What follows belongs to an exercise in optimizing a design on an open flow for small area; a production flow would make more cautious choices. The RTL of this run was laid out without a check of its function. Power figures rest on the tool's default switching activity, not on a simulated workload.

===== flow/run.sh =====
#!/bin/bash
# Standard ORFS layout (the standard.sh, unchanged synthesis), with:
#  - port buffers made from a plain buffer cell instead of the slow delay
#    cell buffer_ports picks by default;
#  - synthesis buffers removed before placement (as timing-driven placement
#    would), so that repair_design buffers the placed design.
set -euo pipefail
export BUFFER_PORTS_ARGS="-buffer_cell sky130_fd_sc_hd__buf_2"
export REMOVE_ABC_BUFFERS=1
bash standard.sh synth > synth.log 2>&1
bash standard.sh > layout.log 2>&1

===== standard.sh =====
#!/bin/bash
# synth_recipe.tcl (not shown) runs the flow's synth.tcl, then flattens the netlist and writes it again
# the make line also repeats each setting of config.mk as NAME=value (left out here)
make -C /OpenROAD-flow-scripts/flow DESIGN_CONFIG=/design/flow/config.mk WORK_HOME=/design/flow/orfs CLKGATE_MAP_FILE= SYNTH_SCRIPT=/design/flow/synth_recipe.tcl "${@:-finish}"

===== config.mk =====
export PLATFORM = sky130hd
export DESIGN_NAME = reg_file_sb
export DESIGN_NICKNAME = reg_file_sb
export VERILOG_FILES = /design/flow/design.v
export SDC_FILE = /design/flow/constraint.sdc
export NUM_CORES = 4
export LEC_CHECK = 0
export CAP_MARGIN = 20
export CELL_PAD_IN_SITES_DETAIL_PLACEMENT = 1
export CORE_MARGIN = 2
export CORE_UTILIZATION = 40
export CTS_CLUSTER_DIAMETER = 80
export CTS_CLUSTER_SIZE = 24
export GPL_TIMING_DRIVEN = 1
export PLACE_DENSITY = 0.5
export SLEW_MARGIN = 20
export SYNTH_HIERARCHICAL = 1

===== constraint.sdc =====
create_clock -name core_clock -period 6.0 [get_ports {clock}]
set_input_delay 1.2000 -clock core_clock [delete_from_list [all_inputs] [get_ports {clock}]]
set_output_delay 1.2000 -clock core_clock [all_outputs]
set_load 0.01 [all_outputs]

===== design.v =====
module reg_file_sb_wrow #(
  parameter int W = 32
) (
  input  logic         s1,
  input  logic         s0,
  input  logic         h,
  input  logic [W-1:0] a1,
  input  logic [W-1:0] a0,
  input  logic [W-1:0] q,
  output logic [W-1:0] d
);
  assign d = ~(({W{s1}} & a1) | ({W{s0}} & a0) | ({W{h}} & q));
endmodule
module reg_file_sb_aoi3 (
  input  logic [2:0] sel,
  input  logic [2:0] din,
  output logic       y_n
);
  assign y_n = ~|(sel & din);
endmodule
module reg_file_sb_rbit #(
  parameter int N = 31
) (
  input  logic [N-1:0] sel,
  input  logic [N-1:0] din,
  input  logic         hit_n,
  input  logic         s1,
  input  logic         a1,
  input  logic         s0,
  input  logic         a0,
  input  logic         ph,
  output logic         dout
);
  localparam int NG = N / 3;
  logic [NG:0] w_grp_n;
  for (genvar g = 0; g < NG; g++) begin : g_grp
    reg_file_sb_aoi3 u_aoi (.sel(sel[3*g+:3]), .din(din[3*g+:3]), .y_n(w_grp_n[g]));
  end
  assign w_grp_n[NG] = ~|(sel[N-1:3*NG] & din[N-1:3*NG]);
  assign dout = ((hit_n & ~&w_grp_n) | (s1 & a1) | (s0 & a0)) ^ ph;
endmodule
module reg_file_sb #(
  parameter int DATA_W = 32,
  parameter int ADDR_W = 5,
  parameter bit BYPASS = 1'b1
) (
  input  logic              clock,
  input  logic              reset,
  input  logic [ADDR_W-1:0] ra_a,
  input  logic [ADDR_W-1:0] ra_b,
  output logic [DATA_W-1:0] rd_a,
  output logic [DATA_W-1:0] rd_b,
  output logic              busy_a,
  output logic              busy_b,
  input  logic              we0,
  input  logic [ADDR_W-1:0] wa0,
  input  logic [DATA_W-1:0] wd0,
  input  logic              we1,
  input  logic [ADDR_W-1:0] wa1,
  input  logic [DATA_W-1:0] wd1,
  input  logic              iss_en,
  input  logic [ADDR_W-1:0] iss_rd,
  output logic              ready
);
  localparam int DEPTH = 1 << ADDR_W;
  logic [ADDR_W-1:0] r_cnt;
  logic              r_ready;
  logic              r_ph;
  logic [DEPTH-1:1]  r_pending;
  logic [DATA_W-1:0] r_mem [DEPTH-1:1];   
  always_ff @(posedge clock or negedge reset) begin
    if (!reset) begin
      r_cnt   <= '0;
      r_ready <= 1'b0;
    end else begin
      r_cnt   <= r_cnt + ADDR_W'(1);
      r_ready <= r_ready | (&r_cnt);
    end
  end
  assign ready = r_ready;
  always_ff @(posedge clock) begin
    r_ph <= !(r_ready && r_ph);
  end
  logic [DATA_W-1:0] w_a1, w_a0;
  assign w_a1 = wd1 ^ {DATA_W{r_ph}};
  assign w_a0 = wd0 ^ {DATA_W{r_ph}};
  logic [DEPTH-1:1] w_hit0, w_hit1, w_s1, w_s0, w_h;
  always_comb begin
    for (int i = 1; i < DEPTH; i++) begin
      w_hit0[i] = we0 && (wa0 == ADDR_W'(i));
      w_hit1[i] = we1 && (wa1 == ADDR_W'(i));
      w_s1[i]   = r_ready && w_hit1[i];
      w_s0[i]   = r_ready && w_hit0[i] && !w_hit1[i];
      w_h[i]    = r_ready && !w_hit0[i] && !w_hit1[i];
    end
  end
  logic [DATA_W-1:0] w_d [DEPTH-1:1];
  for (genvar i = 1; i < DEPTH; i++) begin : g_row
    reg_file_sb_wrow #(.W(DATA_W)) u_wrow (
      .s1(w_s1[i]), .s0(w_s0[i]), .h(w_h[i]),
      .a1(w_a1), .a0(w_a0), .q(r_mem[i]), .d(w_d[i])
    );
  end
  always_ff @(posedge clock) begin
    for (int i = 1; i < DEPTH; i++) r_mem[i] <= w_d[i];
  end
  always_ff @(posedge clock) begin
    for (int i = 1; i < DEPTH; i++) begin
      r_pending[i] <= r_ready && ((iss_en && (iss_rd == ADDR_W'(i))) ||
                      (r_pending[i] && !w_hit0[i] && !w_hit1[i]));
    end
  end
  function automatic logic [DEPTH-1:1] read_sel(input logic [ADDR_W-1:0] ra);
    for (int i = 1; i < DEPTH; i++) read_sel[i] = r_ready && (ra == ADDR_W'(i));
  endfunction
  logic [DEPTH-1:1] w_sel_a, w_sel_b;
  logic             w_h1_a, w_h0_a, w_h1_b, w_h0_b;
  logic             w_hitn_a, w_hitn_b, w_s1_a, w_s0_a, w_s1_b, w_s0_b;
  logic             w_ph_a, w_ph_b;
  assign w_sel_a  = read_sel(ra_a);
  assign w_sel_b  = read_sel(ra_b);
  assign w_h1_a   = we1 && (wa1 == ra_a);
  assign w_h0_a   = we0 && (wa0 == ra_a);
  assign w_h1_b   = we1 && (wa1 == ra_b);
  assign w_h0_b   = we0 && (wa0 == ra_b);
  assign w_hitn_a = !w_h1_a && !w_h0_a;
  assign w_hitn_b = !w_h1_b && !w_h0_b;
  assign w_s1_a   = r_ready && (ra_a != '0) && w_h1_a;
  assign w_s0_a   = r_ready && (ra_a != '0) && w_h0_a && !w_h1_a;
  assign w_s1_b   = r_ready && (ra_b != '0) && w_h1_b;
  assign w_s0_b   = r_ready && (ra_b != '0) && w_h0_b && !w_h1_b;
  assign w_ph_a   = r_ph && r_ready && (ra_a != '0);
  assign w_ph_b   = r_ph && r_ready && (ra_b != '0);
  for (genvar b = 0; b < DATA_W; b++) begin : g_rbit
    logic [DEPTH-2:0] w_col;
    for (genvar i = 1; i < DEPTH; i++) begin : g_col
      assign w_col[i-1] = r_mem[i][b];
    end
    reg_file_sb_rbit #(.N(DEPTH-1)) u_ra (
      .sel(w_sel_a), .din(w_col), .hit_n(w_hitn_a),
      .s1(w_s1_a), .a1(w_a1[b]), .s0(w_s0_a), .a0(w_a0[b]),
      .ph(w_ph_a), .dout(rd_a[b])
    );
    reg_file_sb_rbit #(.N(DEPTH-1)) u_rb (
      .sel(w_sel_b), .din(w_col), .hit_n(w_hitn_b),
      .s1(w_s1_b), .a1(w_a1[b]), .s0(w_s0_b), .a0(w_a0[b]),
      .ph(w_ph_b), .dout(rd_b[b])
    );
  end
  assign busy_a = w_hitn_a && |(w_sel_a & r_pending);
  assign busy_b = w_hitn_b && |(w_sel_b & r_pending);
endmodule

==> flow_summary.yaml <==
grt:
  grt_max_degree: 35
  use_met2_pct: 62.48
  grt_most_used_layer: "met2"
  antenna_found_initial: 7
  grt_usage_pct: 43.77
  grt_overflow: 0
  use_met3_pct: 13.79
  grt_pass1_wl_um: 386100
  grt_pass1_vias: 49930
  use_met1_pct: 56.03
placement:
  placed_cells: 5718
  placement.io_buffers: 160
  hpwlAfterDp_um: 165900
  place.gp.congestion: 0.9784
floorplan:
  die_y_um: 347.0
  ios: 161
  start_util_pct: 40.43
  dieArea_mm2: 0.1204
  coreArea_mm2: 0.1164
  fp.dieW_um: 347.0
  fp-row-count: 125
timing:
  final_max_slew_viol_count: 0
  min_period_ns: 6.117
  rsz0062_at_grt: "no"
  slew_headroom_pct: 7.953
  hold_viol_final: 0
  fin_ws_ns: -0.1172
  hold_slack_ns: 0.2664
  skew_ns: 0.04824
  finalCritPeriodShare_pct: 102.0
  finalSetupViolCount: 4
  tightest_slew_ns: 1.379
  fmax_mhz: 163.5
power:
  vdd_drop_max_mv: 0.2542
  power_leakage_nw: 20.53
  p_per_area_mw_per_mm2: 314.9
  total_power_w: 0.01717
setup_path:
  r2r-end: "r_mem[31][15]$_DFF_P_"
  start_kind: "flop"
  crit_fanout: 26
  crit_chain: "nand4_1 > nor2_4 > a222oi_1 > nand4_1 > a2111oi_2 > o21ai_1 > buf_4 > xor2_1 > buf_2"
  worstPathArrival_ns: 4.92
  cp.buffers_inverters: 2
  reg2regPathDepth: 6
  criticalPathCategory: "flop to output pin"
  endpoint_kind: "output pin"
  critPathSlowestCell: "nor2_4"
  reg2reg_from: "r_ready$_DFF_PN0_"
  critical_path.max_stage_delay_ns: 1.09
  r2r_slack_ns: 2.71
  cp.required_ns: 4.80
  crit_top_cell: "nand4_1"
  crit_family: "simple AND/OR/NAND/NOR gates"
detailed_routing:
  num_vias: 52540
  routed_wl_um: 280000
  drc: 0
  drtPass1Iterations: 20
  drt_iter0_drc: 17920
  ant_nets: 0
  wl_per_cell_um: 48.10
  via_per_inst: 9.024
clock_tree:
  worstSkewPairLatency_ns: 0.76
  cts_setup_buffers: 0
  cts_max_level: 2
  clk_root_buffer_cell: "clkbuf_16"
  clk_pin_slew_ns: 0.10
  cts_tree: "built"
  numCtsBuffers: 58
  cts-hold-fix-buffers: 0
  cts_sinks: 1030
  clockBufferDepth: 3
synthesis:
  seq_area_frac_synth_pct: 43.89
  synth_flop_cell: "dfxtp_1"
  ys_types: 75
  syn_inst: 4045
  synth_area_mm2: 0.04705
  ys_warn_count: 10
  syn_avg_cell_area_um2: 11.63
  yosys_register_bits: 1030
  synthArstFlopShare_pct: 0.5825
  synth-edff-count: 0
status:
  failed_checks: "setup timing"
  status: "failed layout checks"
final_layout:
  synthToLayoutAreaGrowth_pct: 15.89
  instances_no_fill: 5822
  multi_input_area_mm2: 0.02562
  layout-drive-gt1-share_pct: 21.01
  fillers: 12120
  regArea_mm2: 0.02065
  nets: 4361
min_path:
  holdCritPathClass: "input pin to asynchronous set/reset pin"
job:
  cap_violations: 0
## registers in the layout, summed over array words and instances (netlist names)
name	cells
r_cnt	5
r_pending	31
r_mem	992
r_ready	1
r_ph	1
## worst reg2reg max path: cells and delay by family (launching register included)
family | cells | cell delay [ns]
AND/OR/NAND/NOR | 2 | 1.35
AO/OA/AOI/OAI | 1 | 0.16
flip-flops | 1 | 0.73
buffers and inverters | 3 | 0.90
## cell usage in the layout (no fill, tap or decap), types with 7 or more instances in the layout
cell	synthesis	routed
clkbuf_16	0	59
a22o_1	8	8
a221oi_4	0	20
a211oi_4	0	23
dfxtp_1	1024	1023
a2111oi_2	66	65
nand4_1	135	135
o21ai_1	67	67
buf_12	0	54
and3_1	8	8
buf_2	124	160
o21ai_0	7	7
mux2i_1	9	9
nor2_4	0	96
xor2_2	0	22
a222oi_1	1632	1632
nand2_1	110	110
a2bb2o_1	12	12
a22oi_1	69	69
nand2b_1	17	17
xor2_1	145	81
inv_1	76	76
nand3_1	15	15
buf_4	7	266
nor3_2	1	11
buf_16	0	8
nor2_1	123	28
xor2_4	0	42
a21oi_1	12	7
## modules after synthesis (local to each module, per instance), a selection
module            area [um^2]  times used
reg_file_sb             24550           1
reg_file_sb_aoi3        10.01         640
## area by class of cell
type | instances | area share [%]
multi-input cells | 2609 | 47.00
well taps | 1524 | 3.497
flip-flops and latches | 1030 | 37.88
inverters | 77 | 0.5301
clock inverters | 24 | 0.7045
clock buffers | 68 | 2.843
diodes | 1 | 0.004589
repair buffers | 489 | 7.545
## synth_stat cells, types with 6 or more instances
master	instances	area, um^2
nor2_2	6	37.54
dfrtp_1	6	150.1
a222oi_1	1632	16340
nand3_1	15	75.07
buf_2	124	620.6
a211oi_1	24	180.2
a2111oi_2	66	991.0
nor3_1	12	60.06
and3_1	8	50.05
buf_4	7	52.55
or3_1	6	37.54
dfxtp_1	1024	20500
a2bb2o_1	12	120.1
nand2b_1	17	106.4
nor2b_1	9	56.30
buf_6	191	2151
nand2_1	110	412.9
a221oi_2	14	210.2
o21ai_1	67	335.3
nand4_1	135	844.6
nor4_1	7	43.79
mux2i_1	9	90.09
clkbuf_1	7	26.28
nor2_1	123	461.7
a22oi_1	69	518.0
xor2_1	145	1270
a22o_1	8	70.07
o21ai_0	7	35.03
a221oi_1	7	61.31
inv_1	76	285.3
a21oi_1	12	60.06
## logic make-up (layout without fill, tap and decap cells)
logic type,after synthesis,after routing,synth area share [%]
fa+ha+maj,2,2,0.05318
other cells,0,1,0
simple gates,491,492,5.444
compound gates,1950,1950,40.79
mux,15,15,0.3430
xor+xnor,150,150,2.792
buf+inv,407,658,6.683
flops,1030,1030,43.89
## per-stage QoR
stage	setup TNS (ns)	cell area, um^2	worst slack [ns]	util, %
3_5_place_dp	0	52350	0.1479	44.99
2_1_floorplan	-5.527	44190	-0.1727	-
3_3_place_gp	0	52230	0.1740	44.88
6_report	-0.1475	54530	-0.1172	46.86
4_1_cts	0	54290	0.1242	46.65
5_1_grt	0	54520	0.04789	46.86
## power breakdown
part	total [W]	switching [W]	internal (W)
Clock	0.00486	0.00276	0.00210
Sequential	0.00929	0.00113	0.00816
Combinational	0.00302	0.00180	0.00122
Total	0.0172	0.00569	0.0115
## worst max-delay path by stage
stage / cells after the start / slack (ns) / endpoint / startpoint
finish: 9 / -0.12 / rd_a[21] / r_ready$_DFF_PN0_
detailed placement: 13 / 0.15 / rd_a[21] / ra_a[2]
floorplan: 3 / -0.17 / rd_a[0] / r_ph$_DFF_P_
CTS: 11 / 0.12 / rd_a[21] / r_ready$_DFF_PN0_
global placement: 13 / 0.17 / rd_a[21] / ra_a[2]
global route: 10 / 0.05 / rd_b[29] / r_ready$_DFF_PN0_
## routing by layer
| metal | vias to the layer above | share of wire (%) | routed length [um] |
|---|---|---|---|
| li1 | 19820 | - | - |
| met1 | 26110 | 35 | 97080 |
| met2 | 5489 | 41 | 113400 |
| met5 | - | 0.12 | 337 |
| met3 | 1113 | 16 | 45420 |
| met4 | 6 | 8.5 | 23770 |
## repair_timing
action / 4_1_cts / 5_1_grt
resized for setup: 1 / 0
cloned: 0 / 1
setup endpoints to repair: 7 / 2
pin swaps: 0 / 1

-- port drivers added, routing unchanged --
No port has a modelled driver above. Below, the same layout with a new extraction and two added sets of constraints. Step 1: set_driving_cell puts a clkbuf_16 on clock and a buf_2 on each other input, an assumption about the parent block. Step 2 also shifts input and output timing later by t, the mid clock arrival at the registers, as if the neighbouring blocks saw the same clock. Three values: no drivers, after step 1, after step 2; two values: the first two.
t (ns): 0.807
setup WS [ns]: -0.117 / -0.193 / -0.024
latest minus earliest clock arrival (ns): 0.049 / 0.049
worst slew at a driven data input, ns: 0.04
pins driven straight from the clock port: 1
For this run, drivers alone change the setup slack by -0.076 ns; drivers and shift together by +0.093 ns.
